From an optimization exercise on the open Yosys and OpenROAD flow, aimed at small area, a short achievable clock period and few clock cycles per item; shortcuts taken in it are not production practice. Function was checked by simulation only, so behaviour that the tests miss may differ from the original. Power figures rest on the tool's default switching activity, not on a simulated workload.

==> flow/config.mk <==
export PLATFORM = sky130hd
export DESIGN_NAME = xoshiro_int8_noise_generator_unit
export DESIGN_NICKNAME = xoshiro_int8_noise_generator_unit
export VERILOG_FILES = /design/flow/design.v
export SDC_FILE = /design/flow/constraint.sdc
export NUM_CORES = 4
export LEC_CHECK = 0
export ABC_CLOCK_PERIOD_IN_PS = 3000
export CAP_MARGIN = 20
export CORE_MARGIN = 2
export CORE_UTILIZATION = 60
export CTS_CLUSTER_DIAMETER = 80
export CTS_CLUSTER_SIZE = 40
export SLEW_MARGIN = 20
==> flow/constraint.sdc <==
create_clock -name core_clock -period 11.0 [get_ports {clk}]
set_input_delay 2.2000 -clock core_clock [delete_from_list [all_inputs] [get_ports {clk}]]
set_output_delay 2.2000 -clock core_clock [all_outputs]
set_load 0.01 [all_outputs]
==> flow/design.v <==
`timescale 1ns / 1ps
package xng_pkg;
  localparam logic MODE_RESEED   = 1'b0;
  localparam logic MODE_GENERATE = 1'b1;
  localparam logic [63:0] GAMMA    = 64'h9E37_79B9_7F4A_7C15;
  localparam logic [63:0] GAMMA_M3 = 64'h2559_92D3_8220_8BC1;    
endpackage
`timescale 1ns / 1ps
module xng_mul64lo (
  input  logic        sa,
  input  logic        sb,
  input  logic [7:0]  d,
  input  logic [55:0] hs,
  input  logic [55:0] hc,
  input  logic [7:0]  ls,
  input  logic [7:0]  lc,
  input  logic        cy,
  output logic [55:0] ns,
  output logic [55:0] nc,
  output logic [7:0]  nls,
  output logic [7:0]  nlc,
  output logic [7:0]  pbyte,
  output logic        pcy
);
  logic [3:0]  dl, dh;
  logic [63:0] tlo, tlo_A, tlo_B;
  logic [63:0] thi, thi_A, thi_B;
  logic [63:0] a1, c1, s2, c2;
  logic [8:0]  low;
  assign dl = d[3:0];
  assign dh = d[7:4];
  assign tlo_A = (dl[3] ? (dl[2] ? (dl[1] ? (dl[0] ? 64'h362c2f64b16975d7 : 64'h76d3e7f79484901e) : (dl[0] ? 64'hb77ba08a779faa65 : 64'hf823591d5abac4ac)) : (dl[1] ? (dl[0] ? 64'h38cb11b03dd5def3 : 64'h7972ca4320f0f93a) : (dl[0] ? 64'hba1a82d6040c1381 : 64'hfac23b68e7272dc8))) : (dl[2] ? (dl[1] ? (dl[0] ? 64'h3b69f3fbca42480f : 64'h7c11ac8ead5d6256) : (dl[0] ? 64'hbcb9652190787c9d : 64'hfd611db4739396e4)) : (dl[1] ? (dl[0] ? 64'h3e08d64756aeb12b : 64'h7eb08eda39c9cb72) : (dl[0] ? 64'hbf58476d1ce4e5b9 : 64'h0))));
  assign tlo_B = (dl[3] ? (dl[2] ? (dl[1] ? (dl[0] ? 64'hb83451f61fe00cc5 : 64'h2364083b0caefada) : (dl[0] ? 64'h8e93be7ff97de8ef : 64'hf9c374c4e64cd704)) : (dl[1] ? (dl[0] ? 64'h64f32b09d31bc519 : 64'hd022e14ebfeab32e) : (dl[0] ? 64'h3b529793acb9a143 : 64'ha6824dd899888f58))) : (dl[2] ? (dl[1] ? (dl[0] ? 64'h11b2041d86577d6d : 64'h7ce1ba6273266b82) : (dl[0] ? 64'he81170a75ff55997 : 64'h534126ec4cc447ac)) : (dl[1] ? (dl[0] ? 64'hbe70dd31399335c1 : 64'h29a09376266223d6) : (dl[0] ? 64'h94d049bb133111eb : 64'h0))));
  assign thi_A = {(dh[3] ? (dh[2] ? (dh[1] ? (dh[0] ? 60'h62c2f64b16975d7 : 60'h6d3e7f79484901e) : (dh[0] ? 60'h77ba08a779faa65 : 60'h823591d5abac4ac)) : (dh[1] ? (dh[0] ? 60'h8cb11b03dd5def3 : 60'h972ca4320f0f93a) : (dh[0] ? 60'ha1a82d6040c1381 : 60'hac23b68e7272dc8))) : (dh[2] ? (dh[1] ? (dh[0] ? 60'hb69f3fbca42480f : 60'hc11ac8ead5d6256) : (dh[0] ? 60'hcb9652190787c9d : 60'hd611db4739396e4)) : (dh[1] ? (dh[0] ? 60'he08d64756aeb12b : 60'heb08eda39c9cb72) : (dh[0] ? 60'hf58476d1ce4e5b9 : 60'h0)))), 4'h0};
  assign thi_B = {(dh[3] ? (dh[2] ? (dh[1] ? (dh[0] ? 60'h83451f61fe00cc5 : 60'h364083b0caefada) : (dh[0] ? 60'he93be7ff97de8ef : 60'h9c374c4e64cd704)) : (dh[1] ? (dh[0] ? 60'h4f32b09d31bc519 : 60'h22e14ebfeab32e) : (dh[0] ? 60'hb529793acb9a143 : 60'h6824dd899888f58))) : (dh[2] ? (dh[1] ? (dh[0] ? 60'h1b2041d86577d6d : 60'hce1ba6273266b82) : (dh[0] ? 60'h81170a75ff55997 : 60'h34126ec4cc447ac)) : (dh[1] ? (dh[0] ? 60'he70dd31399335c1 : 60'h9a09376266223d6) : (dh[0] ? 60'h4d049bb133111eb : 60'h0)))), 4'h0};
  assign tlo = ({64{sa}} & tlo_A) | ({64{sb}} & tlo_B);
  assign thi = ({64{sa}} & thi_A) | ({64{sb}} & thi_B);
  assign a1 = {8'd0, hs} ^ {8'd0, hc} ^ tlo;
  assign c1 = {(({8'd0, hs} & {8'd0, hc}) | ({8'd0, hs} & tlo) | ({8'd0, hc} & tlo)), 1'b0};
  assign s2 = a1 ^ c1 ^ thi;
  assign c2 = {((a1 & c1) | (a1 & thi) | (c1 & thi)), 1'b0};
  assign low   = {1'b0, ls} + {1'b0, lc} + {8'd0, cy};
  assign pbyte = low[7:0];
  assign pcy   = low[8];
  assign ns    = s2[63:8];
  assign nc    = c2[63:8];
  assign nls   = s2[7:0];
  assign nlc   = c2[7:0];
endmodule
module xng_seed_tab (
  input  logic [7:0]  d,
  output logic [63:0] t1,
  output logic [63:0] t2,
  output logic [63:0] n1,
  output logic [63:0] n2
);
  logic [3:0]  dl, dh;
  assign dl = d[3:0];
  assign dh = d[7:4];
  assign t1 = (dl[3] ? (dl[2] ? (dl[1] ? (dl[0] ? 64'h3c6ef372fe9edb9a : 64'h3c6ef372fe9e3d63) : (dl[0] ? 64'h3c6ef372fe9d9f2c : 64'h3c6ef372fe9d00f5)) : (dl[1] ? (dl[0] ? 64'h3c6ef372fe9c62be : 64'h3c6ef372fe9bc487) : (dl[0] ? 64'h3c6ef372fe9b2650 : 64'h3c6ef372fe9a8819))) : (dl[2] ? (dl[1] ? (dl[0] ? 64'h3c6ef372fe99e9e2 : 64'h3c6ef372fe994bab) : (dl[0] ? 64'h3c6ef372fe98ad74 : 64'h3c6ef372fe980f3d)) : (dl[1] ? (dl[0] ? 64'h3c6ef372fe977106 : 64'h3c6ef372fe96d2cf) : (dl[0] ? 64'h3c6ef372fe963498 : 64'h3c6ef372fe959661))));
  assign t2 = {40'd0, (dh[3] ? (dh[2] ? (dh[1] ? (dh[0] ? 20'h94539 : 20'h8a702) : (dh[0] ? 20'h808cb : 20'h76a94)) : (dh[1] ? (dh[0] ? 20'h6cc5d : 20'h62e26) : (dh[0] ? 20'h58fef : 20'h4f1b8))) : (dh[2] ? (dh[1] ? (dh[0] ? 20'h45381 : 20'h3b54a) : (dh[0] ? 20'h31713 : 20'h278dc)) : (dh[1] ? (dh[0] ? 20'h1daa5 : 20'h13c6e) : (dh[0] ? 20'h9e37 : 20'h0)))), 4'h0};
  assign n1 = (dl[3] ? (dl[2] ? (dl[1] ? (dl[0] ? 64'h61c8864680aba07b : 64'h61c8864680ac3eb2) : (dl[0] ? 64'h61c8864680acdce9 : 64'h61c8864680ad7b20)) : (dl[1] ? (dl[0] ? 64'h61c8864680ae1957 : 64'h61c8864680aeb78e) : (dl[0] ? 64'h61c8864680af55c5 : 64'h61c8864680aff3fc))) : (dl[2] ? (dl[1] ? (dl[0] ? 64'h61c8864680b09233 : 64'h61c8864680b1306a) : (dl[0] ? 64'h61c8864680b1cea1 : 64'h61c8864680b26cd8)) : (dl[1] ? (dl[0] ? 64'h61c8864680b30b0f : 64'h61c8864680b3a946) : (dl[0] ? 64'h61c8864680b4477d : 64'h61c8864680b4e5b4))));
  assign n2 = (dh[3] ? (dh[2] ? (dh[1] ? (dh[0] ? 64'hffffffffff6bac70 : 64'hffffffffff758fe0) : (dh[0] ? 64'hffffffffff7f7350 : 64'hffffffffff8956c0)) : (dh[1] ? (dh[0] ? 64'hffffffffff933a30 : 64'hffffffffff9d1da0) : (dh[0] ? 64'hffffffffffa70110 : 64'hffffffffffb0e480))) : (dh[2] ? (dh[1] ? (dh[0] ? 64'hffffffffffbac7f0 : 64'hffffffffffc4ab60) : (dh[0] ? 64'hffffffffffce8ed0 : 64'hffffffffffd87240)) : (dh[1] ? (dh[0] ? 64'hffffffffffe255b0 : 64'hffffffffffec3920) : (dh[0] ? 64'hfffffffffff61c90 : 64'h0))));
endmodule
`timescale 1ns / 1ps
module xng_emit (
  input  logic       clk,
  input  logic       rst_n,
  input  logic       in_v,
  input  logic [7:0] in_rb,
  input  logic       in_first,
  input  logic       in_last,
  output logic       in_adv,
  output logic       out_tvalid,
  input  logic       out_tready,
  output logic [6:0] out_noise,
  output logic       out_tlast
);
  logic       rb_v, rb_first, rb_last;
  logic       wb_v, wb_last;
  logic [7:0] wb;
  logic [7:0] rb;
  logic [2:0] prev3;
  logic       c9;
  logic       o_v, o_last, sk_v, sk_last;
  logic [6:0] o_d, sk_d;
  logic       push, pop;
  logic [2:0] lo3;
  logic       cin;
  logic [8:0] wsum;
  logic [1:0] adj;
  logic [6:0] m_d;
  logic rb_mv;
  assign push   = wb_v && !sk_v;
  assign pop    = o_v && out_tready;
  assign rb_mv  = !wb_v || !sk_v;
  assign in_adv = !rb_v || rb_mv;
  assign lo3  = rb_first ? 3'b000 : prev3;
  assign cin  = rb_first ? 1'b0 : c9;
  assign wsum = {1'b0, rb} + {1'b0, rb[4:0], lo3} + {8'd0, cin};
  assign adj  = (wb[7:1] == 7'h7f) ? 2'd2 : (wb[7] || (wb[6:0] == 7'h7f)) ? 2'd1 : 2'd0;
  assign m_d  = wb[6:0] + 7'd65 + {5'd0, adj};
  always_ff @(posedge clk) begin
    if (!rst_n) begin
      rb_v <= 1'b0;
      wb_v <= 1'b0;
      o_v  <= 1'b0;
      sk_v <= 1'b0;
    end else begin
      if (in_adv) rb_v <= in_v;
      if (rb_mv) wb_v <= rb_v;
      if (sk_v && (!o_v || pop)) begin
        o_v  <= 1'b1;
        sk_v <= 1'b0;
      end else if (push && (!o_v || pop)) begin
        o_v <= 1'b1;
      end else if (push) begin
        sk_v <= 1'b1;
      end else if (pop) begin
        o_v <= 1'b0;
      end
    end
  end
  always_ff @(posedge clk) begin
    if (in_adv && in_v) begin
      rb       <= in_rb;
      rb_first <= in_first;
      rb_last  <= in_last;
    end
    if (rb_mv && rb_v) begin
      wb      <= wsum[7:0];
      wb_last <= rb_last;
      prev3   <= rb[7:5];
      c9      <= wsum[8];
    end
    if (sk_v && (!o_v || pop)) begin
      o_d    <= sk_d;
      o_last <= sk_last;
    end else if (push && (!o_v || pop)) begin
      o_d    <= m_d;
      o_last <= wb_last;
    end else if (push) begin
      sk_d    <= m_d;
      sk_last <= wb_last;
    end
  end
  assign out_tvalid = o_v;
  assign out_noise  = o_d;
  assign out_tlast  = o_last;
endmodule
`timescale 1ns / 1ps
import xng_pkg::*;
module xoshiro_int8_noise_generator_unit (
  input  logic        clk,
  input  logic        rst_n,
  input  logic        cfg_valid,
  output logic        cfg_ready,
  input  logic [63:0] cfg_data,
  input  logic        in_tvalid,
  output logic        in_tready,
  input  logic [15:0] in_tdata,
  input  logic        in_tuser,
  output logic        out_tvalid,
  input  logic        out_tready,
  output logic [7:0]  out_tdata,
  output logic        out_tlast
);
  logic        q_v, q_mode;
  logic [3:0]  q_cnt;
  logic [7:0]  q_stream;
  logic        in_rdy_r, cfg_rdy_r;
  logic        q_v_nxt, q_rs_nxt;
  logic [63:0] base_r;
  logic [63:0] s0_r, s1_r, s2_r, s3_r;
  logic        g_act;
  logic [3:0]  g_n;
  logic [2:0]  g_k;
  logic        g_tc;
  logic [7:0]  g_koh;
  logic        w0;
  logic [7:0]  wa, wb;
  logic        e_adv, g_go, g_done, g_last, g_nz, g_start;
  logic [7:0]  rbyte;
  logic        rcarry;
  logic        c57_r, c57_cur;
  logic [63:0] c57_in;
  logic [63:0] s1n;
  logic        rs_act;
  logic [1:0]  rs_i;
  logic [2:0]  rs_cnt;
  logic        f_init, f_init2, f_seed, f_ma, f_x27, f_mb, f_fin;
  logic [55:0] hs_r, hc_r, ns, nc;
  logic [7:0]  ls_r, lc_r, nls, nlc;
  logic        cy_r, pcy;
  logic [7:0]  pbyte;
  logic [63:0] r_r, rfull;
  logic [7:0]  rs_st;
  logic [63:0] t1, t2, n1, n2;
  logic        f_rest, x_add;
  logic        rs_go, rs_start, rs_fin, rs_done, rs_s1, g_pre, g_blk;
  logic [63:0] xk;
  logic [63:0] bus;
  assign g_start  = q_v && (q_mode == MODE_GENERATE) && (!rs_act || rs_done || rs_s1) &&
                    (!g_act || g_done);
  assign rs_start = q_v && (q_mode == MODE_RESEED) && !rs_act;
  always_comb begin
    q_v_nxt  = q_v;
    q_rs_nxt = q_v && (q_mode == MODE_RESEED);
    if (g_start || rs_start) begin
      q_v_nxt  = 1'b0;
      q_rs_nxt = 1'b0;
    end
    if (in_tvalid && in_rdy_r) begin
      q_v_nxt  = 1'b1;
      q_rs_nxt = (in_tuser == MODE_RESEED);
    end
  end
  always_ff @(posedge clk) begin
    if (!rst_n) begin
      q_v       <= 1'b0;
      in_rdy_r  <= 1'b1;
      cfg_rdy_r <= 1'b1;
      base_r    <= '0;
    end else begin
      q_v       <= q_v_nxt;
      in_rdy_r  <= !q_v_nxt;
      cfg_rdy_r <= !q_rs_nxt && !(rs_start || (rs_act && !rs_done));
      if (cfg_valid && cfg_rdy_r) base_r <= cfg_data;
      else if (x_add) base_r <= base_r + xk;
    end
  end
  always_ff @(posedge clk) begin
    if (in_tvalid && in_rdy_r) begin
      q_mode   <= in_tuser;
      q_cnt    <= in_tdata[11:8];
      q_stream <= in_tdata[7:0];
    end
  end
  assign in_tready = in_rdy_r;
  assign cfg_ready = cfg_rdy_r;
  assign s1n      = s1_r ^ s2_r ^ s0_r;
  assign c57_in   = s1_r ^ ({64{g_act}} & (s2_r ^ s0_r));
  assign c57_cur  = ({1'b0, c57_in[56:0]} + {1'b0, c57_in[54:0], 2'b00}) >> 57;
  always_ff @(posedge clk) begin
    if (g_done || !g_act) c57_r <= c57_cur;
  end
  logic [7:0]  kn;
  logic [16:0] win_nx, win_c0, win_n0;
  assign kn     = {g_koh[6:0], 1'b0};
  assign win_c0 = {s1_r[0], 1'b0, s1_r[63:57], 1'b0, s1_r[61:55]};
  assign win_n0 = {s1n[0], 1'b0, s1n[63:57], 1'b0, s1n[61:55]};
  assign win_nx = ({17{kn[1]}} & {1'b0, s1_r[8:1],   s1_r[6:0], 1'b0}) |
                  ({17{kn[2]}} & {1'b0, s1_r[16:9],  s1_r[14:7]}) |
                  ({17{kn[3]}} & {1'b0, s1_r[24:17], s1_r[22:15]}) |
                  ({17{kn[4]}} & {1'b0, s1_r[32:25], s1_r[30:23]}) |
                  ({17{kn[5]}} & {1'b0, s1_r[40:33], s1_r[38:31]}) |
                  ({17{kn[6]}} & {1'b0, s1_r[48:41], s1_r[46:39]}) |
                  ({17{kn[7]}} & {1'b0, s1_r[56:49], s1_r[54:47]});
  always_ff @(posedge clk) begin
    if (g_done) begin
      {w0, wa, wb} <= win_n0;
    end else if (!g_act) begin
      {w0, wa, wb} <= win_c0;
    end else if (g_go) begin
      {w0, wa, wb} <= win_nx;
    end
  end
  always_comb begin
    logic [8:0] t;
    t = {1'b0, wa} + {1'b0, wb} + {8'd0, g_koh[0] ? c57_r : (g_koh[1] ? 1'b0 : g_tc)};
    rbyte  = g_koh[0] ? {w0, t[6:0]} : t[7:0];
    rcarry = t[8];
  end
  assign g_blk  = g_last && rs_act && !g_pre;
  assign g_go   = g_act && e_adv && !g_blk;
  assign g_done = g_go && g_last;
  always_ff @(posedge clk) begin
    if (!rst_n) begin
      g_act <= 1'b0;
      g_pre <= 1'b0;
    end else begin
      if (g_start) g_act <= 1'b1;
      else if (g_done) g_act <= 1'b0;
      if (g_start) g_pre <= 1'b0;
      else if (rs_start) g_pre <= g_act && !g_done;
    end
  end
  always_ff @(posedge clk) begin
    if (g_start) begin
      g_n    <= (q_cnt > 4'd8) ? 4'd8 : q_cnt;
      g_nz   <= (q_cnt != 4'd0);
      g_last <= (q_cnt <= 4'd1);
      g_k    <= 3'd0;
      g_koh  <= 8'b0000_0001;
    end else if (g_go) begin
      g_k    <= g_k + 3'd1;
      g_koh  <= {g_koh[6:0], 1'b0};
      g_last <= ({1'b0, g_k} + 4'd2 == g_n);
      g_tc   <= rcarry;
    end
  end
  xng_emit u_emit (
    .clk        (clk),
    .rst_n      (rst_n),
    .in_v       (g_act && g_nz && !g_blk),
    .in_rb      (rbyte),
    .in_first   (g_koh[0]),
    .in_last    (g_last),
    .in_adv     (e_adv),
    .out_tvalid (out_tvalid),
    .out_tready (out_tready),
    .out_noise  (out_tdata[6:0]),
    .out_tlast  (out_tlast)
  );
  assign out_tdata[7] = 1'b0;
  assign rs_go   = rs_act && !(f_fin && g_act && g_pre);
  assign rs_s1   = rs_act && (rs_i != 2'd0);
  assign rs_fin  = rs_go && f_fin;
  assign rs_done = rs_fin && !f_seed;
  xng_mul64lo u_mul (
    .sa    (f_ma),
    .sb    (f_mb),
    .d     (r_r[7:0]),
    .hs    (hs_r),
    .hc    (hc_r),
    .ls    (ls_r),
    .lc    (lc_r),
    .cy    (cy_r),
    .ns    (ns),
    .nc    (nc),
    .nls   (nls),
    .nlc   (nlc),
    .pbyte (pbyte),
    .pcy   (pcy)
  );
  xng_seed_tab u_seed (
    .d  (rs_st),
    .t1 (t1),
    .t2 (t2),
    .n1 (n1),
    .n2 (n2)
  );
  always_comb begin
    if (f_init) xk = t1;
    else if (f_init2) xk = t2;
    else if (f_rest) xk = n2;
    else if (f_fin && (rs_i == 2'd1)) xk = GAMMA_M3;
    else if (f_fin && (rs_i == 2'd2)) xk = n1;
    else xk = GAMMA;
  end
  assign x_add = rs_go && (f_init || f_init2 || f_seed || f_rest);
  assign rfull = {pbyte, r_r[63:8]};
  assign bus   = rfull ^ (rfull >> 31);
  always_ff @(posedge clk) begin
    if (!rst_n) begin
      rs_act <= 1'b0;
      f_init <= 1'b0;
      f_init2 <= 1'b0;
      f_rest <= 1'b0;
      f_seed <= 1'b0;
      f_ma   <= 1'b0;
      f_x27  <= 1'b0;
      f_mb   <= 1'b0;
      f_fin  <= 1'b0;
    end else if (rs_start) begin
      rs_act <= 1'b1;
      f_init <= 1'b1;
    end else if (rs_go) begin
      f_rest <= f_fin && (rs_i == 2'd2);
      if (f_init) begin
        f_init  <= 1'b0;
        f_init2 <= 1'b1;
      end else if (f_init2) begin
        f_init2 <= 1'b0;
        f_seed  <= 1'b1;
      end else if (f_seed) begin
        f_seed <= 1'b0;
        f_fin  <= 1'b0;
        f_ma   <= 1'b1;
      end else if (f_ma) begin
        if (rs_cnt == 3'd7) begin
          f_ma  <= 1'b0;
          f_x27 <= 1'b1;
        end
      end else if (f_x27) begin
        f_x27 <= 1'b0;
        f_mb  <= 1'b1;
      end else if (f_mb) begin
        if (rs_cnt == 3'd7) begin
          f_mb   <= 1'b0;
          f_fin  <= 1'b1;
          f_seed <= (rs_i != 2'd3);
        end
      end else if (f_fin) begin
        f_fin  <= 1'b0;
        rs_act <= 1'b0;
      end
    end
  end
  always_ff @(posedge clk) begin
    if (rs_start) begin
      rs_i   <= 2'd0;
      rs_cnt <= 3'd0;
    end else if (rs_go) begin
      if (f_ma || f_mb) rs_cnt <= rs_cnt + 3'd1;
      if (f_fin) rs_i <= rs_i + 2'd1;
    end
    if (rs_start) rs_st <= q_stream;
    if (rs_go) begin
      if (f_seed) begin
        r_r <= base_r ^ (base_r >> 30);
      end else if (f_x27) begin
        r_r <= rfull ^ (rfull >> 27);
      end else if (f_ma || f_mb) begin
        r_r <= rfull;
      end
      if (f_seed || f_x27) begin
        ls_r <= '0;
        lc_r <= '0;
        cy_r <= 1'b0;
      end else begin
        ls_r <= nls;
        lc_r <= nlc;
        cy_r <= pcy;
      end
    end
    if (f_seed || f_x27) begin
      hs_r <= '0;
      hc_r <= '0;
    end else begin
      hs_r <= ns;
      hc_r <= nc;
    end
  end
  always_ff @(posedge clk) begin
    if (!rst_n) begin
      s0_r <= '0;
      s1_r <= '0;
      s2_r <= '0;
      s3_r <= '0;
    end else if (rs_fin) begin
      case (rs_i)
        2'd0:    s1_r <= bus;
        2'd1:    s2_r <= bus;
        2'd2:    s3_r <= bus;
        default: s0_r <= bus;
      endcase
    end else if (g_done) begin
      s0_r <= s0_r ^ s3_r ^ s1_r;
      s1_r <= s1n;
      s2_r <= s2_r ^ s0_r ^ {s1_r[46:0], 17'd0};
      s3_r <= {s3_r[18:0] ^ s1_r[18:0], s3_r[63:19] ^ s1_r[63:19]};
    end
  end
endmodule
==> flow/flow/run.sh <==
#!/bin/bash
export SETUP_SLACK_MARGIN=7.65
bash standard.sh > standard.log 2>&1
==> flow/standard.sh <==
#!/bin/bash
# synth_recipe.tcl (not shown) runs the flow's synth.tcl, then flattens the netlist and writes it again
# the make line also repeats each setting of config.mk as NAME=value (left out here)
make -C /OpenROAD-flow-scripts/flow DESIGN_CONFIG=/design/flow/config.mk WORK_HOME=/design/flow/orfs CLKGATE_MAP_FILE= SYNTH_SCRIPT=/design/flow/synth_recipe.tcl "${@:-finish}"
==> results of run 1 <==
where the power goes:
group	leakage [nW]	internal (mW)	switching, mW
Combinational	13.0	0.514	0.693
Clock	0.694	0.758	0.972
Sequential	5.26	2.45	0.139
layer usage:
layer | global-route usage | vias to the layer above
li1 | - | 17527
met3 | 0.0721 | 479
met1 | 0.514 | 18226
met5 | 0 | -
met2 | 0.623 | 2057
met4 | 0.235 | 4
cells in the mapped netlist (all sizes together), types with 43 or more instances:
library cell / instances / area share
a21o: 77 / 0.014
dfxtp: 467 / 0.22
buf: 65 / 0.0067
a211oi: 43 / 0.0079
o21ai: 450 / 0.054
a31oi: 62 / 0.0093
nand2: 649 / 0.058
fa: 115 / 0.055
inv: 76 / 0.0068
nand2b: 50 / 0.0075
o211ai: 68 / 0.012
o221ai: 51 / 0.011
nand3b: 45 / 0.0081
nor3: 66 / 0.0082
xnor2: 217 / 0.046
xor2: 223 / 0.047
a21oi: 450 / 0.054
clkbuf: 325 / 0.029
a22oi: 69 / 0.012
nand3: 66 / 0.0079
nor2: 390 / 0.035
a311oi: 43 / 0.0092
and2: 140 / 0.021
edfxtp: 157 / 0.11
ha: 202 / 0.061
mux2i: 57 / 0.014
cells by family after synthesis:
group / count (synthesis) / share of synthesized area
xor gates and xnor gates: 440 / 0.0923
other: 1 / 0.0000898
AOI/OAI and AO/OA: 1516 / 0.225
buffers and inverters: 472 / 0.0433
and+or+nand+nor: 1525 / 0.165
DFF: 624 / 0.337
adders and majority gates: 317 / 0.116
muxes: 89 / 0.0223
final timing paths:
| kind | from | endpoint | slack [ps] | depth (start not counted) |
|---|---|---|---|---|
| setup reg to reg | rs_st[5] | base_r[56] | 6730 | 20 |
| setup / recovery | rs_st[5] | base_r[56] | 6730 | 20 |
| hold / removal | q_stream[0] | rs_st[0] | 420 | 0 |
| hold reg to reg | q_stream[0] | rs_st[0] | 420 | 0 |
area by class of cell:
class,count,area [um2]
clock buffers,42,1040
fillers,5703,20900
well taps,931,1160
inverters,82,368
clock inverters,28,403
multi-input cells,3891,27800
diodes,4,10.0
repair inverters,4,25.0
flip-flops and latches,624,14100
repair buffers,300,2820
metrics by stage:
step           power, mW  area [um2]  setup WS (ps)
6_report            5.52       47800           6730
2_1_floorplan       3.29       42100           6950
3_3_place_gp        3.58       43000           5690
5_1_grt             5.71       47800           6590
3_5_place_dp        3.59       43000           5670
4_1_cts             5.44       46800           6810
registers in the layout (all words and copies together) (netlist names), 7 cells and up:
register / cells
hs_r: 56
r_r: 64
s2_r: 64
wa: 8
g_koh: 7
s3_r: 64
s0_r: 64
u_emit.sk_d: 7
s1_r: 64
hc_r: 56
ls_r: 8
rs_st: 8
q_stream: 8
u_emit.o_d: 7
u_emit.wb: 8
base_r: 64
u_emit.rb: 8
placed cells by master, fill, tap and decap left out, drive strengths merged, types with 19 or more instances in the layout:
master / count
a211oi: 43
a21o: 77
a21oi: 451
a22oi: 69
a311oi: 43
a31oi: 62
and2: 140
and3: 28
buf: 217
clkbuf: 42
clkdlybuf4s50: 81
clkinv: 19
dfxtp: 467
edfxtp: 157
fa: 115
ha: 202
inv: 84
mux2: 32
mux2i: 57
nand2: 649
nand2b: 50
nand3: 66
nand3b: 45
nand4: 35
nor2: 390
nor2b: 22
nor3: 66
o211ai: 68
o21a: 20
o21ai: 450
o21bai: 26
o221ai: 51
o31ai: 34
xnor2: 217
xor2: 223
worst max-delay path, cell delays in order, from the launching register on:
cell and delay (ps):
edfxtp_1 500, inv_2 170, ha_4 240, nand2b_4 160, and3_4 180, o21ai_2 140
o21ai_1 80, o21ai_1 140, nand2_1 80, ha_2 180, a21o_1 190, a21o_1 170
a21o_1 200, a221o_1 320, a221o_1 370, a41oi_4 290, o41ai_4 80, buf_4 180
a21oi_4 230, mux2i_1 210, o21ai_1 70
timing repair:
item / CTS / global route
setup buffers: 125 / 37
pin swaps: 113 / 85
cloned: 9 / 1
resized for setup: 342 / 146
setup endpoints to repair: 450 / 279
==> flow_summary.yaml, run 1 <==
route:
  post_drt_via_cell_ratio: 6.48
  drt_iter0_drc: 4814
  drc_errors: 0
  routedWlPerCell_um: 24.8
  routed_wl_um: 146000
  drtPass1Iterations: 7
  wl_met3_um: 14000
  highest_layer: "met5"
  routedLengthMet1_um: 56800
  via_count: 38293
  final_antenna_net_count: 0
  met2WireLength_um: 65300
synth:
  synth_area_per_cell_um2: 8.38
  yosysSeqAreaShare: 0.337
  syn_area_um2: 41700
  yosys_warnings: 2
  ys_ff_latch: 624
  synth_ff_type: "dfxtp_1"
  synth_cell_type_count: 82
  syn_nets: 5387
  synthCells: 4984
  synth_edf_count: 157
  synth_async_sr_flop_share: 0
die:
  start_util: 0.608
  dieWidth_um: 268
  fp.dieH_um: 268
  num_io_pins: 98
  core_um2: 68700
  dieArea_um2: 71700
  rows: 96
sta:
  rsz0062_at_grt: "yes"
  fmax_ghz: 0.234
  setup_tns_ps: 0
  setup_viol: 0
  worst_pin_slew_ps: 1050
  slew_headroom: 0.299
  hold_viol: 0
  drv_slew: 0
  finClkSkew_ps: 33.3
  fin_crit_ps: 4270
  whs_ps: 425
  finalCritPeriodShare: 0.388
clock_network:
  max-clock-path-buffers: 3
  clock_latency_ps: 630
  holdBufCountCts: 0
  numCtsBuffers: 38
  cts_tree: "done"
  root_buffer: "clkbuf_16"
  cts_sinks: 624
  cts_htree_levels: 2
  clk_pin_slew_worst_paths_ps: 100
setup_path:
  start_kind: "flop"
  critPathRequiredTime_ps: 11510
  critical_path_class: "flop to flop"
  worstPathMaxFanout: 5
  end_kind: "flop"
  cp_data_arrival_time_ps: 4790
grt:
  grt_util_all_layers: 0.397
  grt_max_degree: 128
  grt_pass1_vias: 35348
  overflow: 0
  antenna_found_initial: 4
  grt_pass1_wl_um: 217000
power:
  cellPowerDensity_nw_per_um2: 116
  ir_drop_mv: 0.170
  p_leak_nw: 18.9
layout:
  finalNonFillerCells: 5906
  area_growth_pct: 14.4
  final_util: 0.695
  drive_above_1_share: 0.134
  layout.nets: 5344
status:
  outcome: "complete, no violations"
placed_design:
  io_buffers: 92
  hpwl_um: 100000
  dp_cells: 5660
  place.gp.congestion: 1.03
run:
  maxCapViolCount: 0
min_path:
  hp-class: "flop to flop"
Testbench counts, summed over its fixed seeds: cycles 19,759, bytes 16,560.
==> run 2: changes to the inputs <==
==> flow/flow/run.sh (replaced) <==
#!/bin/bash
export SETUP_SLACK_MARGIN=7.5
bash standard.sh > standard.log 2>&1
--- a/flow/config.mk
+++ b/flow/config.mk
@@ -8,7 +8,5 @@
 export ABC_CLOCK_PERIOD_IN_PS = 3000
 export CAP_MARGIN = 20
 export CORE_MARGIN = 2
-export CORE_UTILIZATION = 60
-export CTS_CLUSTER_DIAMETER = 80
-export CTS_CLUSTER_SIZE = 40
+export CORE_UTILIZATION = 55
 export SLEW_MARGIN = 20
==> run 2 against run 1 <==
Compared with the run above:
- still clean
- non-clock buffer count decreased by 11
- register-to-register slack got worse by 190 ps
- cell area increased by 1.8%
- clock power increased by 47%
- critical path depth increased by 1
- cell count increased by 1.7%
- total power increased by 15%
- count of clock-buffer cells in the layout increased by 57
- worst setup slack got worse by 190 ps
- critical path type unchanged
- largest cell class unchanged
==> flow_summary.yaml, run 2 <==
status:
  outcome: "complete, no violations"
power:
  p_switching_mw: 1.93
  cellPowerDensity_nw_per_um2: 131
  p_leak_nw: 19.3
  sw_frac_of_total: 0.304
  seqPwrFrac: 0.408
  p_clk_frac: 0.401
  p_int_mw: 4.42
  comb_power_share: 0.192
  ir_drop_mv: 0.140
sta:
  fin_ws_ps: 6540
  worst_pin_slew_ps: 1040
  finClkSkew_ps: 38.5
  fmax_ghz: 0.224
  hold_viol: 0
  drv_slew: 0
  slew_headroom: 0.308
  setup_viol: 0
  fin_crit_ps: 4460
  setup_tns_ps: 0
  finalCritPeriodShare: 0.406
  rsz0062_at_grt: "yes"
setup_path:
  end_kind: "flop"
  cp_data_arrival_time_ps: 4990
  reg2reg_slack_ps: 6540
  worstPathMaxFanout: 9
  worstRegToRegCells: 21
  r2r_end: "base_r[59]"
  crit_slowest_cell: "edfxtp_1"
  cp_num_buf_inv: 4
  critPathTopFamily: "compound AO/OA/AOI/OAI gates"
  start_kind: "flop"
  critPathRequiredTime_ps: 11530
  slowest_delay_ps: 430
  critical_path_class: "flop to flop"
  r2r_start: "rs_st[6]"
  worstPathCellList: "buf_12 > buf_4 > nand2_1 > nor2_1 > a31oi_2 > a31oi_2 > a32oi_1 > o22ai_2 > ha_1 > nand4_1 > nor2_2 > a211oi_4 > a211oi_2 > nor3_4 > buf_12 > o31ai_4 > buf_6 > a21oi_4 > o31ai_4 > mux2i_1 > nor2_1"
route:
  routed_wl_um: 150000
  final_antenna_net_count: 0
  via_count: 38206
  drt_iter0_drc: 4320
  routedWlPerCell_um: 25.0
  post_drt_via_cell_ratio: 6.36
  drtPass1Iterations: 8
  drc_errors: 0
placed_design:
  dp_cells: 5708
  place.gp.congestion: 0.991
  io_buffers: 92
  hpwl_um: 102000
  place_ws_ps: 5690
clock_network:
  cts_htree_levels: 3
  clock_latency_ps: 660
  clk_pin_slew_worst_paths_ps: 70
  root_buffer: "clkbuf_16"
  max-clock-path-buffers: 3
  cts_tree: "done"
  numCtsBuffers: 74
  cts_sinks: 624
min_path:
  hp-class: "flop to flop"
  min_from: "q_stream[3]"
  holdPathEnd: "rs_st[3]"
  hold-path-cell-count: 0
die:
  num_io_pins: 98
  start_util: 0.552
  dieWidth_um: 280
  rows: 101
  fp.dieH_um: 280
  dieArea_um2: 78100
  core_um2: 75600
run:
  maxCapViolCount: 0
synth:
  synth_async_sr_flop_share: 0
  syn_area_um2: 41700
  yosysSeqAreaShare: 0.337
  yosysMostFrequentCell: "nand2_1"
  synthCells: 4984
  netlist_top_cells_area: "dfxtp_1 (22%), edfxtp_1 (11%), ha_1 (6.1%)"
  synth_area_leader_cell: "dfxtp_1"
  synth_ff_type: "dfxtp_1"
  synthTopCellsByCount: "nand2_1 (649), dfxtp_1 (467), a21oi_1 (448)"
  synth_area_per_cell_um2: 8.38
  synth_cell_type_count: 82
  synth_edf_count: 157
  ys_ff_latch: 624
  syn_nets: 5387
  yosysTopAreaCellShare: 0.224
  yosys_warnings: 2
layout:
  finalNonFillerCells: 6006
  area_growth_pct: 16.5
  layout.nets: 5370
  layout_commonest_cell: "nand2_1"
  fill_cells: 6458
  drive_above_1_share: 0.128
  final_cell_mix: "nand2_1 (626), dfxtp_1 (457), a21oi_1 (415)"
grt:
  overflow: 0
  grt_pass1_wl_um: 223000
  grt_util_all_layers: 0.373
  grt_max_degree: 129
  grt_pass1_vias: 35453
  antenna_found_initial: 2
[run 2: final cells by class]
type / instances / area [um2] / share of cell area
well taps: 978 / 1220 / 0.0252
diodes: 1 / 2.50 / 0.0000515
clock inverters: 37 / 433 / 0.00890
inverters: 82 / 370 / 0.00762
flip-flops and latches: 624 / 14100 / 0.290
repair buffers: 289 / 2850 / 0.0587
clock buffers: 99 / 2090 / 0.0429
multi-input cells: 3892 / 27500 / 0.566
repair inverters: 4 / 27.5 / 0.000566
[run 2: through the flow]
stage | cell area, um2 | total power, mW | utilization | hold WS (ps)
finish | 48600 | 6.35 | 0.643 | 417
global route | 48600 | 6.56 | 0.643 | 427
CTS | 47900 | 6.28 | 0.634 | 419
detailed placement | 43100 | 3.59 | 0.570 | 406
global placement | 43000 | 3.58 | 0.569 | 402
floorplan | 42000 | 3.28 | - | 400
[run 2: kinds of logic after synthesis]
kind of cell,share of synthesized area
AOI/OAI and AO/OA,0.225
xor gates and xnor gates,0.0923
adders and majority gates,0.116
buffers and inverters,0.0433
DFF,0.337
muxes,0.0223
other,0.0000898
and+or+nand+nor,0.165
[run 2: worst max path at each step]
stage	startpoint	endpoint	slack [ps]	cells after the start
2_1_floorplan	rs_st[5]	base_r[48]	6950	19
3_3_place_gp	rs_st[2]	base_r[56]	5660	17
3_5_place_dp	rs_st[2]	base_r[48]	5690	17
4_1_cts	rs_st[4]	base_r[59]	6780	23
5_1_grt	rs_st[6]	base_r[59]	6350	21
6_report	rs_st[6]	base_r[59]	6540	21
[run 2: power groups by stage]
stage | Sequential [mW] | Combinational [mW] | Clock (mW)
floorplan | 2.56 | 0.724 | 0
global placement | 2.63 | 0.953 | 0
detailed placement | 2.63 | 0.958 | 0
CTS | 2.58 | 1.13 | 2.57
global route | 2.59 | 1.31 | 2.66
finish | 2.59 | 1.22 | 2.54
[run 2: what timing repair did]
item / 4_1_cts / 5_1_grt
resized for setup: 326 / 88
pin swaps: 99 / 62
hold buffers: 0 / 0
setup buffers: 108 / 41
endpoints found under the setup margin: 420 / 233
gates cloned: 10 / 2
[run 2: routing by layer]
| layer | part of all wire | GRT usage |
|---|---|---|
| met5 | 0.00014 | 0 |
| met4 | 0.064 | 0.203 |
| met3 | 0.079 | 0.0546 |
| met2 | 0.45 | 0.587 |
| met1 | 0.41 | 0.496 |
==> run 3: changes to the inputs <==
--- a/flow/design.v
+++ b/flow/design.v
@@ -3,7 +3,8 @@
   localparam logic MODE_RESEED   = 1'b0;
   localparam logic MODE_GENERATE = 1'b1;
   localparam logic [63:0] GAMMA    = 64'h9E37_79B9_7F4A_7C15;
-  localparam logic [63:0] GAMMA_M3 = 64'h2559_92D3_8220_8BC1;    
+  localparam logic [63:0] GAMMA_C  = 64'h9E37_79B9_7F4B_1A4C;    
+  localparam logic [63:0] GAMMA_R  = 64'hE8EA_9F60_838A_F562;    
 endpackage
 `timescale 1ns / 1ps
 module xng_mul64lo (
@@ -48,19 +49,10 @@
   assign nlc   = c2[7:0];
 endmodule
 module xng_seed_tab (
-  input  logic [7:0]  d,
-  output logic [63:0] t1,
-  output logic [63:0] t2,
-  output logic [63:0] n1,
-  output logic [63:0] n2
+  input  logic [3:0]  d,
+  output logic [19:0] t
 );
-  logic [3:0]  dl, dh;
-  assign dl = d[3:0];
-  assign dh = d[7:4];
-  assign t1 = (dl[3] ? (dl[2] ? (dl[1] ? (dl[0] ? 64'h3c6ef372fe9edb9a : 64'h3c6ef372fe9e3d63) : (dl[0] ? 64'h3c6ef372fe9d9f2c : 64'h3c6ef372fe9d00f5)) : (dl[1] ? (dl[0] ? 64'h3c6ef372fe9c62be : 64'h3c6ef372fe9bc487) : (dl[0] ? 64'h3c6ef372fe9b2650 : 64'h3c6ef372fe9a8819))) : (dl[2] ? (dl[1] ? (dl[0] ? 64'h3c6ef372fe99e9e2 : 64'h3c6ef372fe994bab) : (dl[0] ? 64'h3c6ef372fe98ad74 : 64'h3c6ef372fe980f3d)) : (dl[1] ? (dl[0] ? 64'h3c6ef372fe977106 : 64'h3c6ef372fe96d2cf) : (dl[0] ? 64'h3c6ef372fe963498 : 64'h3c6ef372fe959661))));
-  assign t2 = {40'd0, (dh[3] ? (dh[2] ? (dh[1] ? (dh[0] ? 20'h94539 : 20'h8a702) : (dh[0] ? 20'h808cb : 20'h76a94)) : (dh[1] ? (dh[0] ? 20'h6cc5d : 20'h62e26) : (dh[0] ? 20'h58fef : 20'h4f1b8))) : (dh[2] ? (dh[1] ? (dh[0] ? 20'h45381 : 20'h3b54a) : (dh[0] ? 20'h31713 : 20'h278dc)) : (dh[1] ? (dh[0] ? 20'h1daa5 : 20'h13c6e) : (dh[0] ? 20'h9e37 : 20'h0)))), 4'h0};
-  assign n1 = (dl[3] ? (dl[2] ? (dl[1] ? (dl[0] ? 64'h61c8864680aba07b : 64'h61c8864680ac3eb2) : (dl[0] ? 64'h61c8864680acdce9 : 64'h61c8864680ad7b20)) : (dl[1] ? (dl[0] ? 64'h61c8864680ae1957 : 64'h61c8864680aeb78e) : (dl[0] ? 64'h61c8864680af55c5 : 64'h61c8864680aff3fc))) : (dl[2] ? (dl[1] ? (dl[0] ? 64'h61c8864680b09233 : 64'h61c8864680b1306a) : (dl[0] ? 64'h61c8864680b1cea1 : 64'h61c8864680b26cd8)) : (dl[1] ? (dl[0] ? 64'h61c8864680b30b0f : 64'h61c8864680b3a946) : (dl[0] ? 64'h61c8864680b4477d : 64'h61c8864680b4e5b4))));
-  assign n2 = (dh[3] ? (dh[2] ? (dh[1] ? (dh[0] ? 64'hffffffffff6bac70 : 64'hffffffffff758fe0) : (dh[0] ? 64'hffffffffff7f7350 : 64'hffffffffff8956c0)) : (dh[1] ? (dh[0] ? 64'hffffffffff933a30 : 64'hffffffffff9d1da0) : (dh[0] ? 64'hffffffffffa70110 : 64'hffffffffffb0e480))) : (dh[2] ? (dh[1] ? (dh[0] ? 64'hffffffffffbac7f0 : 64'hffffffffffc4ab60) : (dh[0] ? 64'hffffffffffce8ed0 : 64'hffffffffffd87240)) : (dh[1] ? (dh[0] ? 64'hffffffffffe255b0 : 64'hffffffffffec3920) : (dh[0] ? 64'hfffffffffff61c90 : 64'h0))));
+  assign t = (d[3] ? (d[2] ? (d[1] ? (d[0] ? 20'h94539 : 20'h8a702) : (d[0] ? 20'h808cb : 20'h76a94)) : (d[1] ? (d[0] ? 20'h6cc5d : 20'h62e26) : (d[0] ? 20'h58fef : 20'h4f1b8))) : (d[2] ? (d[1] ? (d[0] ? 20'h45381 : 20'h3b54a) : (d[0] ? 20'h31713 : 20'h278dc)) : (d[1] ? (d[0] ? 20'h1daa5 : 20'h13c6e) : (d[0] ? 20'h9e37 : 20'h0))));
 endmodule
 `timescale 1ns / 1ps
 module xng_emit (
@@ -188,17 +180,20 @@
   logic        rs_act;
   logic [1:0]  rs_i;
   logic [2:0]  rs_cnt;
-  logic        f_init, f_init2, f_seed, f_ma, f_x27, f_mb, f_fin;
+  logic        f_init, f_seed, f_ma, f_x27, f_mb, f_fin;
   logic [55:0] hs_r, hc_r, ns, nc;
   logic [7:0]  ls_r, lc_r, nls, nlc;
   logic        cy_r, pcy;
   logic [7:0]  pbyte;
-  logic [63:0] r_r, rfull;
+  logic [63:0] r_r, rfull, x_lo, x_hi;
+  logic [19:0] tb, tb_r, tb_d;
+  logic [3:0]  tb_in;
+  logic        f_init4;
   logic [7:0]  rs_st;
-  logic [63:0] t1, t2, n1, n2;
-  logic        f_rest, x_add;
+  logic [6:0]  xf, xf_d;
+  logic [32:0] lo_sum, hi_sum;
+  logic        f_init2, f_init3, f_rest, f_rest2, f_rest3, x_add, xd_add, xc_r;
   logic        rs_go, rs_start, rs_fin, rs_done, rs_s1, g_pre, g_blk;
-  logic [63:0] xk;
   logic [63:0] bus;
   assign g_start  = q_v && (q_mode == MODE_GENERATE) && (!rs_act || rs_done || rs_s1) &&
                     (!g_act || g_done);
@@ -226,7 +221,10 @@
       in_rdy_r  <= !q_v_nxt;
       cfg_rdy_r <= !q_rs_nxt && !(rs_start || (rs_act && !rs_done));
       if (cfg_valid && cfg_rdy_r) base_r <= cfg_data;
-      else if (x_add) base_r <= base_r + xk;
+      else begin
+        if (x_add) base_r[31:0] <= lo_sum[31:0];
+        if (xd_add) base_r[63:32] <= hi_sum[32:1];
+      end
     end
   end
   always_ff @(posedge clk) begin
@@ -314,7 +312,7 @@
   );
   assign out_tdata[7] = 1'b0;
   assign rs_go   = rs_act && !(f_fin && g_act && g_pre);
-  assign rs_s1   = rs_act && (rs_i != 2'd0);
+  assign rs_s1   = rs_act && rs_i[1];
   assign rs_fin  = rs_go && f_fin;
   assign rs_done = rs_fin && !f_seed;
   xng_mul64lo u_mul (
@@ -333,22 +331,33 @@
     .pbyte (pbyte),
     .pcy   (pcy)
   );
+  assign tb_in = rs_start ? q_stream[3:0] : ((f_init || f_rest) ? rs_st[7:4] : rs_st[3:0]);
   xng_seed_tab u_seed (
-    .d  (rs_st),
-    .t1 (t1),
-    .t2 (t2),
-    .n1 (n1),
-    .n2 (n2)
+    .d (tb_in),
+    .t (tb)
   );
-  always_comb begin
-    if (f_init) xk = t1;
-    else if (f_init2) xk = t2;
-    else if (f_rest) xk = n2;
-    else if (f_fin && (rs_i == 2'd1)) xk = GAMMA_M3;
-    else if (f_fin && (rs_i == 2'd2)) xk = n1;
-    else xk = GAMMA;
+  function automatic logic [63:0] xop(input logic [6:0] f, input logic [19:0] t);
+    xop = ({64{f[6]}} & {44'd0, t}) | ({64{f[5]}} & {40'd0, t, 4'd0}) |
+          ({64{f[4]}} & ~{44'd0, t}) | ({64{f[3]}} & ~{40'd0, t, 4'd0}) |
+          ({64{f[2]}} & GAMMA_C) | ({64{f[1]}} & GAMMA_R) | ({64{f[0]}} & GAMMA);
+  endfunction
+  assign xf     = {f_init, f_init2, f_rest, f_rest2, f_init3, f_rest3, f_seed};
+  assign x_add  = rs_go && (|xf);
+  assign x_lo   = xop(xf, tb_r);
+  assign x_hi   = xop(xf_d, tb_d);
+  assign lo_sum = {1'b0, base_r[31:0]} + {1'b0, x_lo[31:0]};
+  assign hi_sum = {base_r[63:32], 1'b1} + {x_hi[63:32], xc_r};
+  always_ff @(posedge clk) begin
+    if (!rst_n) begin
+      xd_add <= 1'b0;
+    end else begin
+      xd_add <= x_add;
+    end
+    xf_d <= xf;
+    xc_r <= lo_sum[32];
+    tb_d <= tb_r;
+    if (rs_start || (rs_go && (f_init || (f_fin && (rs_i == 2'd2)) || f_rest))) tb_r <= tb;
   end
-  assign x_add = rs_go && (f_init || f_init2 || f_seed || f_rest);
   assign rfull = {pbyte, r_r[63:8]};
   assign bus   = rfull ^ (rfull >> 31);
   always_ff @(posedge clk) begin
@@ -357,6 +366,10 @@
       f_init <= 1'b0;
       f_init2 <= 1'b0;
       f_rest <= 1'b0;
+      f_rest2 <= 1'b0;
+      f_rest3 <= 1'b0;
+      f_init3 <= 1'b0;
+      f_init4 <= 1'b0;
       f_seed <= 1'b0;
       f_ma   <= 1'b0;
       f_x27  <= 1'b0;
@@ -366,12 +379,21 @@
       rs_act <= 1'b1;
       f_init <= 1'b1;
     end else if (rs_go) begin
-      f_rest <= f_fin && (rs_i == 2'd2);
+      f_rest  <= f_fin && (rs_i == 2'd2);
+      f_rest2 <= f_rest;
+      f_rest3 <= f_rest2;
       if (f_init) begin
         f_init  <= 1'b0;
         f_init2 <= 1'b1;
       end else if (f_init2) begin
         f_init2 <= 1'b0;
+        f_init3 <= 1'b1;
+      end else if (f_init3) begin
+        f_init3 <= 1'b0;
+      f_init4 <= 1'b0;
+        f_init4 <= 1'b1;
+      end else if (f_init4) begin
+        f_init4 <= 1'b0;
         f_seed  <= 1'b1;
       end else if (f_seed) begin
         f_seed <= 1'b0;
@@ -440,10 +462,10 @@
       s3_r <= '0;
     end else if (rs_fin) begin
       case (rs_i)
-        2'd0:    s1_r <= bus;
-        2'd1:    s2_r <= bus;
-        2'd2:    s3_r <= bus;
-        default: s0_r <= bus;
+        2'd0:    s0_r <= bus;
+        2'd1:    s1_r <= bus;
+        2'd2:    s2_r <= bus;
+        default: s3_r <= bus;
       endcase
     end else if (g_done) begin
       s0_r <= s0_r ^ s3_r ^ s1_r;
==> flow/flow/run.sh (replaced) <==
#!/bin/bash
export SETUP_SLACK_MARGIN=7.75
bash standard.sh > standard.log 2>&1
--- a/flow/config.mk
+++ b/flow/config.mk
@@ -8,5 +8,5 @@
 export ABC_CLOCK_PERIOD_IN_PS = 3000
 export CAP_MARGIN = 20
 export CORE_MARGIN = 2
-export CORE_UTILIZATION = 55
+export CORE_UTILIZATION = 70
 export SLEW_MARGIN = 20
==> run 3 against run 2 <==
Compared with the run above:
- still clean on timing, DRC and antenna
- utilization grew 16 points
- sequential share of layout area is 2.6 points higher
- combinational power decreased by 36%
- register-to-register slack improved by 1000 ps
- global-route usage rose by 5.4 points
- first-iteration DRC count grew 16%
- count of clock-buffer cells in the layout down 5
- critical path depth decreased by 8
- non-clock buffer count fell by 68
- maximum frequency increased by 29%
- hold slack gained 2.0 ps
- routed wire length is 7.7% lower
- critical path type unchanged
==> flow_summary.yaml, run 3 <==
status:
  outcome: "complete, no violations"
run:
  maxCapViolCount: 0
synth:
  yosysTopAreaCellShare: 0.228
  synth_edf_count: 177
  synth_cell_type_count: 85
  synth_area_leader_cell: "dfxtp_1"
  yosys_warnings: 2
  syn_area_um2: 42000
  yosysMostFrequentCell: "nand2_1"
  synthCells: 4894
  synth_area_per_cell_um2: 8.57
  netlist_top_cells_area: "dfxtp_1 (23%), edfxtp_1 (13%), nand2_1 (6.0%)"
  ys_ff_latch: 655
  synth_ff_type: "dfxtp_1"
  yosysSeqAreaShare: 0.355
  synth_async_sr_flop_share: 0
  syn_nets: 5285
  synthTopCellsByCount: "nand2_1 (667), dfxtp_1 (478), o21ai_0 (443)"
power:
  total_power_mw: 6.01
  p_leak_nw: 19.0
  ir_drop_mv: 0.183
  cellPowerDensity_nw_per_um2: 127
die:
  dieWidth_um: 249
  core_um2: 59100
  num_io_pins: 98
  fp.dieH_um: 249
  rows: 89
  start_util: 0.709
  dieArea_um2: 61900
clock_network:
  cts_htree_levels: 3
  clk_pin_slew_worst_paths_ps: 60
  cts_sinks: 655
  clock_latency_ps: 630
  cts_tree: "done"
  max-clock-path-buffers: 3
  root_buffer: "clkbuf_16"
  numCtsBuffers: 71
  holdBufCountCts: 0
setup_path:
  start_kind: "flop"
  critPathRequiredTime_ps: 11550
  reg2reg_slack_ps: 7550
  crit_top_cell: "or3_4"
  r2r_end: "base_r[61]"
  crit_slowest_cell: "or3_4"
  cp_data_arrival_time_ps: 4000
  critical_path_class: "flop to flop"
  r2r_start: "xf_d[1]"
  crit_end: "base_r[61]"
  end_kind: "flop"
  worstPathMaxFanout: 7
  slowest_delay_ps: 450
  worstRegToRegCells: 13
  crit_start: "xf_d[1]"
  worstPathCellList: "or3_4 > or3_4 > ha_4 > and3_1 > nand2_1 > a21oi_4 > o21ai_4 > buf_4 > o2111ai_4 > nand2_2 > o31ai_2 > mux2_4 > a211oi_2"
placed_design:
  place.gp.congestion: 1.04
  place_ws_ps: 6560
  hpwl_um: 93400
  io_buffers: 92
sta:
  rsz0062_at_grt: "yes"
  worst_pin_slew_ps: 1040
  hold_viol: 0
  fmax_ghz: 0.289
  setup_tns_ps: 0
  finalCritPeriodShare: 0.314
  fin_crit_ps: 3450
  whs_ps: 419
  fin_ws_ps: 7550
  finClkSkew_ps: 31.4
  slew_headroom: 0.306
  drv_slew: 0
  setup_viol: 0
layout:
  multiInputGateArea_um2: 26400
  fill_cells: 3946
  drive_above_1_share: 0.103
  final_cell_mix: "nand2_1 (653), dfxtp_1 (462), o21ai_0 (424)"
  layout_commonest_cell: "nand2_1"
  layout.nets: 5221
  area_growth_pct: 12.6
  seq_area_um2: 14900
  final_util: 0.799
route:
  drt_iter0_drc: 5028
  routed_wl_um: 138000
  drtPass1Iterations: 6
  routedWlPerCell_um: 24.5
  final_antenna_net_count: 0
  via_count: 38147
  drc_errors: 0
  post_drt_via_cell_ratio: 6.74
grt:
  grt_pass1_wl_um: 206000
  antenna_found_initial: 1
  overflow: 0
  grt_util_all_layers: 0.428
  grt_pass1_vias: 35423
  grt_max_degree: 159
min_path:
  hp-class: "flop to flop"
## run 3: cell families (layout without fill, tap and decap cells)
| family | after synthesis | in the layout | share of synthesized area |
|---|---|---|---|
| other | 1 | 3 | 0.0000894 |
| muxes | 144 | 144 | 0.0353 |
| DFF | 655 | 655 | 0.355 |
| buffers and inverters | 435 | 423 | 0.0397 |
| and+or+nand+nor | 1546 | 1548 | 0.166 |
| AOI/OAI and AO/OA | 1380 | 1380 | 0.203 |
| xor gates and xnor gates | 428 | 428 | 0.0894 |
| adders and majority gates | 305 | 305 | 0.112 |
## run 3: repair_timing
action | in CTS | in global routing
setup endpoints to repair | 433 | 265
cloned | 3 | 8
pin swaps | 42 | 65
gates resized for setup | 196 | 125
setup buffers | 49 | 40
## run 3: per-stage QoR
step | std cells | cell area, um2
after CTS | 5609 | 46300
after floorplan | 4894 | 42000
after global placement | 5430 | 42800
final | 5659 | 47200
after global routing | 5657 | 47200
after detailed placement | 5430 | 42800
## run 3: worst min path at each step
stage | startpoint | slack [ps] | endpoint | cells after the start
after floorplan | f_rest3 | 330 | xf_d[1] | 0
after global placement | u_emit.rb_last | 400 | u_emit.wb_last | 0
after detailed placement | q_stream[6] | 410 | rs_st[6] | 0
after CTS | q_stream[6] | 420 | rs_st[6] | 0
after global routing | u_emit.rb_last | 420 | u_emit.wb_last | 0
final | q_stream[6] | 420 | rs_st[6] | 0
## run 3: report_power, final
part / internal (mW) / leakage, nW / switching (mW)
clock: 1.50 / 1.17 / 1.02
combinational: 0.313 / 12.3 / 0.465
sequential: 2.58 / 5.53 / 0.126
total: 4.39 / 19.0 / 1.62
## run 3: worst max-delay path: cells and delay by family (launching register included)
kind / cells / cell delay (ps)
and+or+nand+nor: 5 / 1290
AOI/OAI and AO/OA: 5 / 990
muxes: 1 / 330
adders and majority gates: 1 / 320
DFF: 1 / 300
buffers and inverters: 1 / 150
## run 3: final cells by class
type,count,share of cell area
multi-input combinational,3806,0.560
sequential,655,0.316
timing repair buffer,221,0.0454
clock buffer,94,0.0416
tap,773,0.0205
clock inverter,33,0.00954
inverter,70,0.00683
timing repair inverter,5,0.000636
antenna,2,0.000106
## run 3: metal layers
| metal | vias up | GRT usage | wire (um) |
|---|---|---|---|
| met4 | 0 | 0.293 | 11500 |
| met3 | 647 | 0.0916 | 15200 |
| li1 | 17111 | - | - |
| met5 | - | 0 | 0 |
| met1 | 17960 | 0.530 | 49800 |
| met2 | 2429 | 0.672 | 61900 |
Testbench counts of run 3, summed over its fixed seeds: cycles 19,855, bytes 16,560.
==> run 4: changes to the inputs <==
==> flow/flow/run.sh (replaced) <==
#!/bin/bash
export SETUP_SLACK_MARGIN=7.6
bash standard.sh > standard.log 2>&1
--- a/flow/config.mk
+++ b/flow/config.mk
@@ -8,5 +8,5 @@
 export ABC_CLOCK_PERIOD_IN_PS = 3000
 export CAP_MARGIN = 20
 export CORE_MARGIN = 2
-export CORE_UTILIZATION = 70
+export CORE_UTILIZATION = 65
 export SLEW_MARGIN = 20
==> run 4 against run 3 <==
Compared with the run above:
- maximum frequency rose by 1.4%
- area after synthesis did not move
- critical path depth fell by 9
- synthesized cell count did not move
- combinational power fell by 2%
- hold slack got worse by 1.9 ps
- cell area fell by 1.4%
- first-iteration DRC count fell by 5.6%
- critical endpoint is now base_r[56]
- sequential power barely moved
- flip-flop and latch count did not move
- count of clock-buffer cells in the layout rose by 16
==> flow_summary.yaml, run 4 <==
clock_network:
  cts_tree: "done"
  numCtsBuffers: 74
  clock_latency_ps: 630
  root_buffer: "clkbuf_16"
  clk_pin_slew_worst_paths_ps: 60
  cts_sinks: 655
  max-clock-path-buffers: 3
  cts_htree_levels: 3
power:
  seqPwrFrac: 0.460
  ir_drop_mv: 0.169
  comb_power_share: 0.130
  p_switching_mw: 1.61
  sw_frac_of_total: 0.274
  p_clk_frac: 0.409
  p_leak_nw: 18.7
  cellPowerDensity_nw_per_um2: 126
  p_int_mw: 4.26
synth:
  ys_ff_latch: 655
  yosysSeqAreaShare: 0.355
  yosys_warnings: 2
  syn_nets: 5285
  syn_area_um2: 42000
  yosys.area_share.adder: 0.112
  synth_area_leader_cell: "dfxtp_1"
  synth_edf_count: 177
  synth_area_per_cell_um2: 8.57
  netlist_top_cells_area: "dfxtp_1 (23%), edfxtp_1 (13%), nand2_1 (6.0%)"
  synth_top_family_by_area: "compound AO/OA/AOI/OAI gates"
  yosysTopAreaCellShare: 0.228
  synth-xor-area-share: 0.0894
  yosysMostFrequentCell: "nand2_1"
  synth_compound_area_frac: 0.203
  synth_async_sr_flop_share: 0
  synth_ff_type: "dfxtp_1"
  synthCells: 4894
  synth_simple_gate_area_frac: 0.166
  synthTopCellsByCount: "nand2_1 (667), dfxtp_1 (478), o21ai_0 (443)"
  synthMuxAreaShare: 0.0353
  synth_cell_type_count: 85
grt:
  grt_pass1_wl_um: 205000
  antenna_found_initial: 4
  grt_pass1_vias: 34301
  grt_util_all_layers: 0.397
  overflow: 0
  grt_max_degree: 131
placed_design:
  post_dp_cell_area_um2: 43000
  io_buffers: 92
  hpwl_um: 93800
  place.gp.congestion: 0.994
  place_ws_ps: 6230
min_path:
  hp-class: "flop to flop"
  min_from: "q_stream[7]"
sta:
  setup_viol: 0
  drv_slew: 0
  worst_pin_slew_ps: 1090
  fin_crit_ps: 3410
  hold_viol: 0
  fmax_ghz: 0.294
  rsz0062_at_grt: "yes"
  setup_tns_ps: 0
  finalCritPeriodShare: 0.310
  finClkSkew_ps: 31.0
  fin_ws_ps: 7590
  slew_headroom: 0.273
route:
  drtPass1Iterations: 9
  final_antenna_net_count: 0
  routed_wl_um: 137000
  drc_errors: 0
  routedWlPerCell_um: 24.1
  drt_iter0_drc: 4747
  via_count: 37174
  post_drt_via_cell_ratio: 6.52
setup_path:
  critPathRequiredTime_ps: 11540
  r2r_start: "f_fin"
  end_kind: "flop"
  crit_start: "rst_n"
  start_kind: "primary input"
  cp_data_arrival_time_ps: 3940
  worstPathMaxFanout: 79
  critical_path_class: "primary input to flop"
die:
  dieWidth_um: 258
  rows: 93
  num_io_pins: 98
  core_um2: 64100
  start_util: 0.654
  fp.dieH_um: 258
  dieArea_um2: 66600
layout:
  area_growth_pct: 11.0
  drive_above_1_share: 0.0837
  fill_cells: 4993
  final_cell_mix: "nand2_1 (655), dfxtp_1 (465), o21ai_0 (429)"
  layout_commonest_cell: "nand2_1"
  fin_area_um2: 46600
  layout.nets: 5183
status:
  outcome: "complete, no violations"
run:
  maxCapViolCount: 0
-- run 4: changes by cell type in the layout (fill, tap and decap cells not counted), moves of 5 or more --
| cell | previous run | this run |
|---|---|---|
| clkbuf_1 | 15 | 26 |
| a21oi_2 | 12 | 6 |
| buf_4 | 102 | 70 |
| buf_6 | 12 | 7 |
| clkinv_2 | 8 | 13 |
| o21ai_0 | 424 | 429 |
| bufinv_16 | 10 | 2 |
| a21oi_1 | 356 | 362 |
| ha_1 | 157 | 164 |
| clkinvlp_4 | 12 | 6 |
-- run 4: metal layers --
| layer | vias to the layer above | GRT usage | routed length, um |
|---|---|---|---|
| met5 | - | 0 | 34 |
| met4 | 6 | 0.257 | 10300 |
| met3 | 513 | 0.0768 | 13300 |
| met2 | 1998 | 0.611 | 60600 |
| met1 | 17628 | 0.513 | 53000 |
| li1 | 17029 | - | - |
-- run 4: logic make-up (layout without fill, tap and decap cells) --
kind of cell | after synthesis | in the layout
AND/OR/NAND/NOR | 1546 | 1548
AO/OA/AOI/OAI | 1380 | 1380
flip-flops | 655 | 655
buffers and inverters | 435 | 388
XOR/XNOR | 428 | 428
adder cells (fa/ha/maj) | 305 | 305
multiplexers | 144 | 144
other | 1 | 2
-- run 4: power by group through the flow --
stage	logic, mW	clock network, mW	registers, mW
after floorplan	0.521	0	2.69
after global placement	0.673	0	2.75
after detailed placement	0.687	0	2.75
after CTS	0.715	2.42	2.70
after global routing	0.832	2.52	2.71
final	0.763	2.40	2.70
-- run 4: stage by stage --
step           power (mW)  std cells   util  hold slack, ps
6_report             5.87       5705  0.726             417
5_1_grt              6.06       5704  0.726             435
4_1_cts              5.83       5674  0.715             418
3_5_place_dp         3.44       5516  0.670             405
3_3_place_gp         3.42       5516  0.670             404
2_1_floorplan        3.21       4894      -             329
-- run 4: final cells by class --
type / count / area [um2] / area share
Inverter: 70 / 308 / 0.00661
Timing Repair Buffer: 181 / 1740 / 0.0374
Clock buffer: 110 / 2110 / 0.0453
Sequential cell: 655 / 14900 / 0.320
Timing Repair inverter: 4 / 28.8 / 0.000618
Multi-Input combinational cell: 3806 / 26200 / 0.563
Clock inverter: 23 / 183 / 0.00392
Tap cell: 855 / 1070 / 0.0230
Antenna cell: 1 / 2.50 / 0.0000537
-- run 4: worst paths after layout --
kind           endpoint  slack, ps  cells after the start
max          base_r[56]       7590                      4
min reg2reg    rs_st[7]        420                      0
max reg2reg    s0_r[49]       7610                      7
min            rs_st[7]        420                      0
-- run 4: repair_timing --
| item | CTS | global route |
|---|---|---|
| setup endpoints to repair | 389 | 188 |
| hold buffers | 0 | 0 |
| gates cloned | 4 | 5 |
| pin swaps | 12 | 54 |
| resized for setup | 139 | 101 |
| buffers inserted | 21 | 25 |
-- run 4: worst max-delay path, cell delays in order --
cell	delay, ps
buf_4	350
buf_4	800
o21ai_0	370
a21oi_1	210

port drivers added, routing unchanged:
How much do the figures lean on ideal ports? The routed layouts below were timed once more, with nothing changed but the port constraints. Step 1 (the two cells are an assumption about what drives the block):
set clk [get_ports {clk}]
set_driving_cell -lib_cell sky130_fd_sc_hd__clkbuf_16 $clk
set_driving_cell -lib_cell sky130_fd_sc_hd__buf_2 [delete_from_list [all_inputs] $clk]
Step 2 also shifts input and output timing later by t, the mid clock arrival at the registers, as if the neighbouring blocks saw the same clock. a / b / c = no drivers / after step 1 / after step 2; a / b = the first two.
run | shift t [ns] | slack for setup (ns) | worst setup path at the end | latest minus earliest clock arrival (ns)
run 1 | 0.686 | 6.728 / 6.728 / 6.615 | input to register | 0.040 / 0.040
run 2 | 0.710 | 6.539 / 6.539 / 6.294 | input to register | 0.038 / 0.038
run 3 | 0.685 | 7.546 / 7.546 / 7.066 | input to register | 0.039 / 0.039
run 4 | 0.682 | 7.595 / 7.566 / 6.958 | input to register | 0.032 / 0.032
After both steps every run listed still meets setup and hold. For run 4, which loses most, drivers alone change the setup slack by -0.029 ns; drivers and shift together by -0.637 ns.
